From an optimization exercise on the open Yosys and OpenROAD flow, aimed at small area, a short achievable clock period and few clock cycles per item; shortcuts taken in it are not production practice.
In this exercise RTL edits were held to simulation tests only and were not proved equivalent to the original.

Design enigma_top, start of the top module:
module enigma_top (
  input  logic         clk,
  input  logic         reset_n,
  input  logic         set,
  input  logic         en,
  input  logic         valid,
  input  logic         dec,
  input  logic [7:0]   din,
  input  logic [31:0]  first_offset,
  input  logic [31:0]  second_offset,
  input  logic [31:0]  third_offset,
  input  logic [31:0]  first_delay,
  input  logic [31:0]  second_delay,
  input  logic [31:0]  third_delay,
  input  logic [207:0] first_idx_in,
  input  logic [207:0] second_idx_in,
  input  logic [207:0] third_idx_in,
  input  logic [207:0] reflector_idx_in,
  output logic [7:0]   dout,
  output logic         done
);
  typedef logic [129:0] tbl_t;
  function automatic logic [9:0] fold26(input logic [31:0] v);
    logic [7:0] pa, pb;
    logic [8:0] t;
    pa = 8'(v[6:1]) + 8'(v[18:13]) + 8'(v[30:25]);
    pb = 8'(v[12:7]) + 8'(v[24:19]) + 8'(v[31]);
    t = 9'(pa) + 9'd130 - 9'(pb);
    fold26 = {t, v[0]};
  endfunction
  function automatic logic [4:0] red26(input logic [9:0] f);
    logic [6:0] u;
    logic [3:0] r;
    u = 7'd13 + 7'(f[6:1]) - 7'(f[9:7]);
    r = 4'(u % 7'd13);
    red26 = {r, f[0]};
  endfunction
  function automatic logic [4:0] turn(input logic [4:0] a, input logic [4:0] b);
    logic [4:0] d;
    d = (a >= b) ? 5'(a - b) : 5'(a + 5'd26 - b);
    turn = (d > 5'd13) ? 5'(d - 5'd26) : d;
  endfunction
  function automatic logic [4:0] inc_r(input logic [4:0] a);   
    inc_r = (a == 5'd26) ? 5'd1 : 5'(a + 5'd1);
  endfunction
  function automatic logic [4:0] dec_r(input logic [4:0] a);   
  ...
Size in the first run: about 6700 cells after synthesis, ~820 flip-flops, roughly 1000 I/O pins, about 63000 um^2 of cells after synthesis.
clock: 21.0 ns
lec_check: 0
cap_margin: 20
core_margin: 2
core_utilization: 40
place_density: 0.7
slew_margin: 20
standard.sh (not shown) runs the stock make flow with config.mk's settings and CLKGATE_MAP_FILE= SYNTH_SCRIPT=/design/flow/synth_recipe.tcl, a recipe that flattens the netlist after the stock synthesis.
==> flow/flow/run.sh <==
#!/bin/bash
# Standard layout, with plain buf_1 cells as the port buffers and a setup
# margin that makes repair_timing work on the paths that set the period.
set -euo pipefail
bash standard.sh \
  "BUFFER_PORTS_ARGS=-buffer_cell sky130_fd_sc_hd__buf_1" \
  SETUP_SLACK_MARGIN=14 \
  finish > standard_flow.log 2>&1
The baseline finished clean.
Testbench counts at the start, summed over its fixed seeds: cycles 72,203, chars 31,512.
Change:
--- a/flow/flow/run.sh
+++ b/flow/flow/run.sh
@@ -6,3 +6,3 @@
   "BUFFER_PORTS_ARGS=-buffer_cell sky130_fd_sc_hd__buf_1" \
-  SETUP_SLACK_MARGIN=14 \
+  SETUP_SLACK_MARGIN=13.5 \
   finish > standard_flow.log 2>&1
PLACE_DENSITY = unset   (was 0.7)
After rerunning: Setup slack got worse by 220 ps. Utilization drops by 0.80 points. Global-route usage falls by 0.35 points. Register-to-register slack gets worse by 240 ps. Die area stays the same.
Change:
--- a/flow/flow/run.sh
+++ b/flow/flow/run.sh
@@ -6,3 +6,3 @@
   "BUFFER_PORTS_ARGS=-buffer_cell sky130_fd_sc_hd__buf_1" \
-  SETUP_SLACK_MARGIN=13.5 \
+  SETUP_SLACK_MARGIN=14 \
   finish > standard_flow.log 2>&1
Result: Sequential cell count does not change. Die area does not change. Maximum frequency climbs by 3.7%. Cell count climbs by 0.67%. Wire length climbs by 1.6%.

* * *

The RTL this note starts from:
==> flow/design.v <==
module enigma_top (
  input  logic         clk,
  input  logic         reset_n,
  input  logic         set,
  input  logic         en,
  input  logic         valid,
  input  logic         dec,
  input  logic [7:0]   din,
  input  logic [31:0]  first_offset,
  input  logic [31:0]  second_offset,
  input  logic [31:0]  third_offset,
  input  logic [31:0]  first_delay,
  input  logic [31:0]  second_delay,
  input  logic [31:0]  third_delay,
  input  logic [207:0] first_idx_in,
  input  logic [207:0] second_idx_in,
  input  logic [207:0] third_idx_in,
  input  logic [207:0] reflector_idx_in,
  output logic [7:0]   dout,
  output logic         done
);
  typedef logic [129:0] tbl_t;
  function automatic logic [9:0] fold26(input logic [31:0] v);
    logic [7:0] pa, pb;
    logic [8:0] t;
    pa = 8'(v[6:1]) + 8'(v[18:13]) + 8'(v[30:25]);
    pb = 8'(v[12:7]) + 8'(v[24:19]) + 8'(v[31]);
    t = 9'(pa) + 9'd130 - 9'(pb);
    fold26 = {t, v[0]};
  endfunction
  function automatic logic [4:0] red26(input logic [9:0] f);
    logic [6:0] u;
    logic [3:0] r;
    u = 7'd13 + 7'(f[6:1]) - 7'(f[9:7]);
    r = 4'(u % 7'd13);
    red26 = {r, f[0]};
  endfunction
  function automatic logic [4:0] turn(input logic [4:0] a, input logic [4:0] b);
    logic [4:0] d;
    d = (a >= b) ? 5'(a - b) : 5'(a + 5'd26 - b);
    turn = (d > 5'd13) ? 5'(d - 5'd26) : d;
  endfunction
  function automatic logic [4:0] inc_r(input logic [4:0] a);   
    inc_r = (a == 5'd26) ? 5'd1 : 5'(a + 5'd1);
  endfunction
  function automatic logic [4:0] dec_r(input logic [4:0] a);   
    dec_r = (a == 5'd1) ? 5'd26 : 5'(a - 5'd1);
  endfunction
  function automatic logic [25:0] dcd(input logic [4:0] a);
    logic [25:0] h;
    for (int j = 0; j < 26; j++) h[j] = (a == 5'(j)) || (j == 0 && a == 5'd26);
    dcd = h;
  endfunction
  function automatic logic [4:0] sel(input tbl_t t, input logic [25:0] h);
    logic [4:0] r;
    r = '0;
    for (int j = 0; j < 26; j++) r = r | (t[5*j +: 5] & {5{h[j]}});
    sel = r;
  endfunction
  function automatic logic [25:0] hrot(input logic [25:0] h, input logic up);
    hrot = up ? {h[0], h[25:1]} : {h[24:0], h[25]};
  endfunction
  function automatic logic [4:0] srch(input tbl_t t, input logic [4:0] v);
    logic [4:0] r;
    r = '0;
    for (int j = 0; j < 26; j++)
      if (t[5*j +: 5] == v) r = r | ((j == 0) ? 5'd26 : 5'(j));
    srch = r;
  endfunction
  function automatic tbl_t rot(input tbl_t t, input logic up);
    tbl_t r;
    for (int i = 0; i < 26; i++)
      r[5*i +: 5] = up ? t[5*((i + 1) % 26) +: 5] : t[5*((i + 25) % 26) +: 5];
    rot = r;
  endfunction
  function automatic tbl_t rot_r(input tbl_t t, input logic up);
    tbl_t r;
    for (int i = 0; i < 26; i++)
      r[5*i +: 5] = up ? dec_r(t[5*((i + 1) % 26) +: 5]) : inc_r(t[5*((i + 25) % 26) +: 5]);
    rot_r = r;
  endfunction
  function automatic tbl_t load(input logic [207:0] v);
    tbl_t r;
    for (int i = 0; i < 26; i++) r[5*i +: 5] = v[8*((i + 25) % 26) +: 5];
    load = r;
  endfunction
  logic        busy_q, wait_q, done_q, init1_q, init2_q;
  logic [7:0]  dout_q;
  logic [7:0]  din_q;
  logic        letter_q, dec_q;
  logic [25:0] mid_q;                     
  logic [9:0]  f1_q, f2_q, f3_q;           
  logic [4:0]  pend_q [4];                 
  logic [31:0] n1_q, n2_q, n3_q;           
  logic [31:0] d1_q, d2_q, d3_q;           
  tbl_t        s1_q, s2_q, s3_q, sr_q;
  logic z1, z2, z3;    
  logic t1, t2, t3;    
  assign z1 = (n1_q == 32'd1);
  assign z2 = (n2_q == 32'd1);
  assign z3 = (n3_q == 32'd1);
  assign t1 = (n1_q == d1_q);
  assign t2 = (n2_q == d2_q);
  assign t3 = (n3_q == d3_q);
  logic aligned;
  assign aligned = !init1_q && !init2_q && (pend_q[0] == '0) && (pend_q[1] == '0) &&
                   (pend_q[2] == '0) && (pend_q[3] == '0);
  logic letter_in, accept, go_in, go_wait, finish, step, undo;
  assign letter_in = (din >= 8'd65) && (din <= 8'd90);
  assign accept  = !busy_q && !wait_q && valid && en;
  assign go_in   = accept && aligned;
  assign go_wait = wait_q && aligned;
  assign finish  = busy_q;
  assign undo    = accept && dec && letter_in;
  assign step    = finish && letter_q && !dec_q;
  logic [3:0] st_turn, un_turn;
  assign st_turn = {t1 && t2 && t3, t1 && t2 && !t3, t1 && !t2, t1};
  assign un_turn = {z1 && z2 && z3, z1 && z2 && !z3, z1 && !z2, z1};
  logic [4:0] v1, v2, v3, r4, m3, m2, m1;
  logic       u1, u2;
  assign u1 = !wait_q && dec && un_turn[0];
  assign u2 = !wait_q && dec && un_turn[1];
  logic [25:0] h1, h2, h3;
  assign h1 = dcd(din[4:0]);
  assign v1 = sel(s1_q, wait_q ? dcd(din_q[4:0]) : u1 ? hrot(h1, 1'b1) : h1);
  assign h2 = dcd(v1);
  assign v2 = sel(s2_q, u2 ? hrot(h2, 1'b0) : h2);
  assign h3 = dcd(v2);
  assign v3  = sel(s3_q, mid_q);
  assign r4 = sel(sr_q, dcd(v3));
  assign m3 = srch(s3_q, r4);
  assign m2 = srch(s2_q, m3);
  assign m1 = srch(s1_q, m2);
  logic [2:0] lvl;       
  logic [31:0] cx, cy;
  always_comb begin
    if (busy_q) lvl = {t1 && t2 && !t3, t1 && !t2, !t1};
    else        lvl = {z1 && z2 && !z3, z1 && !z2, !z1};
    cx = lvl[0] ? n1_q : lvl[1] ? n2_q : n3_q;
    begin
      logic c;
      c = 1'b1;
      for (int i = 0; i < 32; i++) begin
        cy[i] = cx[i] ^ c;
        c = c & (cx[i] ^ !busy_q);
      end
    end
  end
  logic [4:0] p1, p2, p3;
  assign p1 = f1_q[4:0];
  assign p2 = f2_q[4:0];
  assign p3 = f3_q[4:0];
  logic [4:0] pend_cur [4];
  logic [4:0] pend_base [4];
  logic [4:0] pend_d [4];
  always_comb begin
    if (init2_q) begin
      pend_cur[0] = 5'(turn(p1, 5'd0) + pend_q[0]);
      pend_cur[1] = 5'(turn(p2, p1) + pend_q[1]);
      pend_cur[2] = 5'(turn(p3, p2) + pend_q[2]);
      pend_cur[3] = 5'(turn(5'd0, p3) + pend_q[3]);
    end else begin
      for (int k = 0; k < 4; k++) pend_cur[k] = pend_q[k];
    end
    for (int k = 0; k < 4; k++)
      pend_base[k] = (init1_q || pend_cur[k] == '0) ? pend_cur[k] :
                     pend_cur[k][4] ? 5'(pend_cur[k] + 5'd1) : 5'(pend_cur[k] - 5'd1);
    for (int k = 0; k < 4; k++) pend_d[k] = pend_base[k];
    if (undo && !aligned) begin
      if (un_turn[0]) pend_d[0] = 5'(pend_base[0] - 5'd1);
      for (int k = 1; k < 4; k++)
        if (un_turn[k]) pend_d[k] = 5'(pend_base[k] + 5'd1);
    end
  end
  logic [3:0] tn, tn_up;
  always_comb begin
    for (int k = 0; k < 4; k++) begin
      tn[k] = 1'b0;
      tn_up[k] = 1'b0;
      if (!init1_q && pend_cur[k] != '0) begin
        tn[k] = 1'b1;
        tn_up[k] = !pend_cur[k][4];
      end
    end
    if (aligned && undo) begin
      tn = un_turn;
      tn_up = {un_turn[3:1], 1'b0};
    end else if (step) begin
      tn = st_turn;
      tn_up = {3'b000, st_turn[0]};
    end
  end
  always_ff @(posedge clk) begin
    if (!wait_q) begin
      din_q    <= din;
      letter_q <= letter_in;
      dec_q    <= dec;
    end
    mid_q <= h3;
    if (reset_n) begin
      busy_q <= 1'b0;
      wait_q <= 1'b0;
      done_q <= 1'b0;
      init1_q <= 1'b0;
      init2_q <= 1'b0;
      dout_q <= '0;
      for (int k = 0; k < 4; k++) pend_q[k] <= '0;
    end else if (set) begin
      busy_q <= 1'b0;
      wait_q <= 1'b0;
      done_q <= 1'b0;
      init1_q <= 1'b1;
      init2_q <= 1'b0;
      for (int k = 0; k < 4; k++) pend_q[k] <= '0;
      f1_q <= fold26(first_offset);
      f2_q <= fold26(second_offset);
      f3_q <= fold26(third_offset);
      n1_q <= 32'd1;  n2_q <= 32'd1;  n3_q <= 32'd1;
      d1_q <= {first_delay[31:1],  first_delay[0]  | (first_delay  == 32'd0)};
      d2_q <= {second_delay[31:1], second_delay[0] | (second_delay == 32'd0)};
      d3_q <= {third_delay[31:1],  third_delay[0]  | (third_delay  == 32'd0)};
      s1_q <= load(first_idx_in);
      s2_q <= load(second_idx_in);
      s3_q <= load(third_idx_in);
      sr_q <= load(reflector_idx_in);
    end else begin
      busy_q <= go_in || go_wait;
      wait_q <= (wait_q && !aligned) || (accept && !aligned);
      done_q <= finish;
      init1_q <= 1'b0;
      init2_q <= init1_q;
      if (init1_q) begin
        f1_q[4:0] <= red26(f1_q);
        f2_q[4:0] <= red26(f2_q);
        f3_q[4:0] <= red26(f3_q);
      end
      for (int k = 0; k < 4; k++) pend_q[k] <= pend_d[k];
      if (finish) dout_q <= letter_q ? {3'b010, m1} : din_q;
      if (tn[0]) s1_q <= rot(s1_q, tn_up[0]);
      if (tn[1]) s2_q <= rot(s2_q, tn_up[1]);
      if (tn[2]) s3_q <= rot(s3_q, tn_up[2]);
      if (tn[3]) sr_q <= rot_r(sr_q, tn_up[3]);
      if (undo || step) begin
        n1_q <= lvl[0] ? cy : (busy_q ? 32'd1 : d1_q);
        if (!lvl[0]) n2_q <= lvl[1] ? cy : (busy_q ? 32'd1 : d2_q);
        if (!lvl[0] && !lvl[1]) n3_q <= lvl[2] ? cy : (busy_q ? 32'd1 : d3_q);
      end
    end
  end
  assign dout = dout_q;
  assign done = done_q;
endmodule
Settings: LEC_CHECK=0, CAP_MARGIN=20, CORE_MARGIN=2, CORE_UTILIZATION=40, CTS_BUF_LIST=sky130_fd_sc_hd__clkbuf_4 sky130_fd_sc_hd__clkbuf_8, SLEW_MARGIN=20; clock period 21.0 ns.
==> flow/flow/run.sh <==
#!/bin/bash
# Standard layout, with plain buf_1 cells as the port buffers and a setup
# margin that makes repair_timing work on the paths that set the period.
set -euo pipefail
bash standard.sh \
  "BUFFER_PORTS_ARGS=-buffer_cell sky130_fd_sc_hd__buf_1" \
  SETUP_SLACK_MARGIN=14 \
  finish > standard_flow.log 2>&1
The baseline finished with timing, DRC and antenna clean.
Testbench counts at the start, summed over its fixed seeds: cycles 72,203, chars 31,512.
==> next run, changes <==
CTS_BUF_LIST = default   (was sky130_fd_sc_hd__clkbuf_4 sky130_fd_sc_hd__clkbuf_8)
Non-clock buffer count went up by 5.
Setup slack loses 0.17 ns.
Critical path depth went up by 2.
Cell area went down by about 0.64%.
Die area stays the same.

## static timing again, ports no longer ideal
In the flow no input, the clock included, has a driving cell. The finished layouts below were timed again as built, in two steps.
Step 1, drivers: a clkbuf_16 drives clk and a buf_2 each remaining input, both assumed.
Step 2 moves the port delays by t, midway between the first and last clock arrival at a register: inputs arrive t later, outputs are due t later. That takes back most of the time a late clock gives input paths.
Three values: no drivers, after step 1, after step 2; two values: the first two.
run	shift t [ns]	setup slack, ns	worst setup path at the end	pins driven straight from the clock port
the first run of note 1	0.786	13.598 / 13.542 / 12.756	input to register	1
the second run of note 1	0.812	13.379 / 13.363 / 12.550	input to register	1
the third run of note 1	0.816	13.652 / 13.603 / 12.788	input to register	1
the first run of note 2	0.979	13.085 / 13.062 / 12.083	input to register	1
the second run of note 2	0.789	12.915 / 12.860 / 12.071	input to register	1
After both steps every run listed still meets setup and hold. The setup slack of the first run of note 2, which loses most, moves by -0.023 ns with the drivers and by -1.002 ns with both steps.
